What follows belongs to an exercise in optimizing a design on an open flow for small area, a short achievable clock period and few clock cycles per item; a production flow would make more cautious choices.
The RTL was checked by simulation tests, not by an equivalence proof against the original design.

==> v14: inputs <==
// trans_chroma_pipe
module trans_chroma_pipe (
  input  logic        clk,
  input  logic        rst_n,
  input  logic        in_valid,
  output logic        in_ready,
  input  logic [7:0]  y_in,
  input  logic [15:0] c_in,
  output logic [7:0]  lut_y,
  output logic        lut_rd_en,
  input  logic [39:0] lut_mean,
  input  logic [39:0] lut_width,
  output logic        out_valid,
  input  logic        out_ready,
  output logic [39:0] out_data
);
==> flow/config.mk <==
export PLATFORM = sky130hd
export DESIGN_NAME = trans_chroma_pipe
export DESIGN_NICKNAME = trans_chroma_pipe
export VERILOG_FILES = /design/flow/design.v
export SDC_FILE = /design/flow/constraint.sdc
export NUM_CORES = 4
export LEC_CHECK = 0
export CAP_MARGIN = 20
export CORE_MARGIN = 2
export CORE_UTILIZATION = 40
export CTS_BUF_LIST = sky130_fd_sc_hd__clkbuf_8
export SETUP_SLACK_MARGIN = 3.65
export SLEW_MARGIN = 20
==> flow/constraint.sdc <==
create_clock -name core_clock -period 7.0 [get_ports {clk}]
set_input_delay 1.4000 -clock core_clock [delete_from_list [all_inputs] [get_ports {clk}]]
set_output_delay 1.4000 -clock core_clock [all_outputs]
set_load 0.01 [all_outputs]
standard.sh (not shown) runs the stock make flow with config.mk's settings and CLKGATE_MAP_FILE= SYNTH_SCRIPT=/design/flow/synth_recipe.tcl, a recipe that flattens the netlist after the stock synthesis.
==> flow/flow/run.sh <==
#!/bin/bash
# The standard layout with two changes:
#  - synthesis skips the ABC pass of Yosys's generic "synth" fine stage, so the
#    full adders are extracted from the RTL's own XOR/majority structure
#    (registers are untouched; ORFS's own ABC mapping still runs afterwards);
#  - the port buffers buffer_ports inserts are plain buf_1 cells.
set -euo pipefail
bash standard.sh SYNTH_ARGS=-noabc BUFFER_PORTS_ARGS="-buffer_cell sky130_fd_sc_hd__buf_1" finish > standard.log 2>&1
==> v23 (differences from v14) <==
--- a/flow/config.mk
+++ b/flow/config.mk
@@ -8,6 +8,5 @@
 export CAP_MARGIN = 20
 export CORE_MARGIN = 2
 export CORE_UTILIZATION = 40
-export CTS_BUF_LIST = sky130_fd_sc_hd__clkbuf_8
-export SETUP_SLACK_MARGIN = 3.65
+export SETUP_SLACK_MARGIN = 3.8
 export SLEW_MARGIN = 20
==> v35 (differences from v14) <==
--- a/flow/config.mk
+++ b/flow/config.mk
@@ -8,6 +8,7 @@
 export CAP_MARGIN = 20
 export CORE_MARGIN = 2
 export CORE_UTILIZATION = 40
-export CTS_BUF_LIST = sky130_fd_sc_hd__clkbuf_8
-export SETUP_SLACK_MARGIN = 3.65
+export CTS_BUF_LIST = sky130_fd_sc_hd__clkbuf_4
+export CTS_CLUSTER_SIZE = 20
+export SETUP_SLACK_MARGIN = 3.5
 export SLEW_MARGIN = 20
==> metrics.cfg <==
[worst_setup_path]
cp-start-kind = input port
cp-endpoint = lut_rd_en
path_class = in -> out

[grt]
grt_pass1_vias = 18200
met2_usage_pct = 31.0
grtUsageMet1_pct = 29.3

[sta]
max_slew_margin_pct = 25.8
finalCritPeriodShare_pct = 46.4
tightest_slew_ns = 1.11

[status]
status = no timing/DRC/antenna violations

[finish]
drive_gt1_share_pct = 14.1
area_delta_synth_final_pct = 16.9
n_fill_cell = 5543
diodes = 0

[clock_network]
numCtsBuffers = 34
clk_pin_slew_ns = 0.05

[placement]
dp_hpwl_mm = 42.2
place_inst = 2918

[drt]
met3_length_mm = 5.41

(the above is from v23)
==> metrics.cfg <==
[finish]
n_fill_cell = 5735
area_delta_synth_final_pct = 11.1
diodes = 1
drive_gt1_share_pct = 8.36

[grt]
grt_pass1_vias = 17400
grtUsageMet1_pct = 27.3
met2_usage_pct = 30.0

[placement]
dp_hpwl_mm = 41.8
place_inst = 2920

[worst_setup_path]
cp-endpoint = lut_rd_en
path_class = in -> out
cp-start-kind = input port

[drt]
met3_length_mm = 4.99

[clock_network]
clk_pin_slew_ns = 0.06
numCtsBuffers = 49

[sta]
finalCritPeriodShare_pct = 46.5

[status]
status = no timing/DRC/antenna violations

(the above is from v14)
==> metrics.cfg <==
[status]
status = no timing/DRC/antenna violations

[finish]
diodes = 1
n_fill_cell = 5796
area_delta_synth_final_pct = 8.98

[placement]
place_inst = 2920
dp_hpwl_mm = 41.8

[sta]
tightest_slew_ns = 1.14
max_slew_margin_pct = 24.0

[clock_network]
numCtsBuffers = 78

[grt]
met2_usage_pct = 28.8
grt_pass1_vias = 17400

[worst_setup_path]
cp-start-kind = register

(the above is from v35)
Testbench counts of v14, summed over its fixed seeds: cycles 16,032, pixels 16,000.
Testbench counts of v23, summed over its fixed seeds: cycles 16,032, pixels 16,000.
Testbench counts of v35, summed over its fixed seeds: cycles 16,032, pixels 16,000.

==> trial 11: inputs <==
trans_chroma_pipe again, from the RTL that the note above started with.
Settings: LEC_CHECK=0, CAP_MARGIN=20, CORE_MARGIN=2, CORE_UTILIZATION=40, CTS_BUF_LIST=sky130_fd_sc_hd__clkbuf_8, CTS_CLUSTER_DIAMETER=100, CTS_CLUSTER_SIZE=14, SETUP_SLACK_MARGIN=3.65, SLEW_MARGIN=20; clock period 7.0 ns.
Scripts as last shown in full above: flow/flow/run.sh
==> trial 3: changes against trial 11 <==
--- a/flow/config.mk
+++ b/flow/config.mk
@@ -10,5 +10,2 @@
 export CORE_UTILIZATION = 40
-export CTS_BUF_LIST = sky130_fd_sc_hd__clkbuf_8
-export CTS_CLUSTER_DIAMETER = 100
-export CTS_CLUSTER_SIZE = 14
 export SETUP_SLACK_MARGIN = 3.65
==> trial 68: changes against trial 11 <==
--- a/flow/config.mk
+++ b/flow/config.mk
@@ -10,6 +10,6 @@
 export CORE_UTILIZATION = 40
-export CTS_BUF_LIST = sky130_fd_sc_hd__clkbuf_8
-export CTS_CLUSTER_DIAMETER = 100
-export CTS_CLUSTER_SIZE = 14
-export SETUP_SLACK_MARGIN = 3.65
+export CTS_BUF_LIST = sky130_fd_sc_hd__clkbuf_16
+export CTS_CLUSTER_DIAMETER = 150
+export CTS_CLUSTER_SIZE = 24
+export SETUP_SLACK_MARGIN = 3.72
 export SLEW_MARGIN = 20
==> flow_summary.json <==
{
  "status": "no timing/DRC/antenna violations",
  "stdcell_count": 3042,
  "synthToLayoutAreaGrowth_pct": 8.86,
  "diodes": 1,
  "num_vias": 17000,
  "cp-startpoint": "negq1[7]",
  "wl_met1_um": 28100
}
(the above is from trial 11)
==> flow_summary.json <==
{
  "status": "no timing/DRC/antenna violations",
  "diodes": 0,
  "cp-startpoint": "dq1[2]",
  "stdcell_count": 3074,
  "synth_edf_count": 279,
  "num_vias": 17200,
  "wl_met1_um": 28100,
  "synthToLayoutAreaGrowth_pct": 11.8,
  "yosysUniqueCellTypes": 66
}
(the above is from trial 3)
==> flow_summary.json <==
{
  "stdcell_count": 3074,
  "diodes": 0,
  "cp-startpoint": "out_ready",
  "num_vias": 17200,
  "status": "no timing/DRC/antenna violations",
  "wl_met1_um": 28200
}
(the above is from trial 68)
Testbench counts of trial 11, summed over its fixed seeds: cycles 16,032, pixels 16,000.
Testbench counts of trial 3, summed over its fixed seeds: cycles 16,032, pixels 16,000.
Testbench counts of trial 68, summed over its fixed seeds: cycles 16,032, pixels 16,000.

-- what the ideal ports hide --
The flow's constraints put no driver on any port. The routed layouts listed below were extracted and timed again, unchanged, in two steps. Step 1: set_driving_cell puts a clkbuf_16 on clk and a buf_2 on each other input, an assumption about the parent block. Step 2 adds t to the input delays and takes it off the output delays; t is the mean of the earliest and latest rising clock arrival at the registers after step 1. Input paths then give back, and output paths get back, about the clock's delay inside the block. a / b / c = ideal / step 1 / step 2; a / b = the first two.
| run | t (ns) | slack for setup (ns) | clock arrival spread, ns |
|---|---|---|---|
| v14 | 0.698 | 3.742 / 3.720 / 3.436 | 0.040 / 0.039 |
| v23 | 0.595 | 3.753 / 3.717 / 3.274 | 0.032 / 0.032 |
| v35 | 0.816 | 3.545 / 3.545 / 3.499 | 0.059 / 0.060 |
| trial 11 | 0.672 | 3.721 / 3.721 / 3.456 | 0.039 / 0.039 |
| trial 3 | 0.591 | 3.658 / 3.658 / 3.453 | 0.028 / 0.027 |
| trial 68 | 0.583 | 3.775 / 3.752 / 3.537 | 0.021 / 0.021 |
After both steps setup and hold are still met in every run listed. For v23, which loses most, drivers alone change the setup slack by -0.036 ns; drivers and shift together by -0.479 ns.
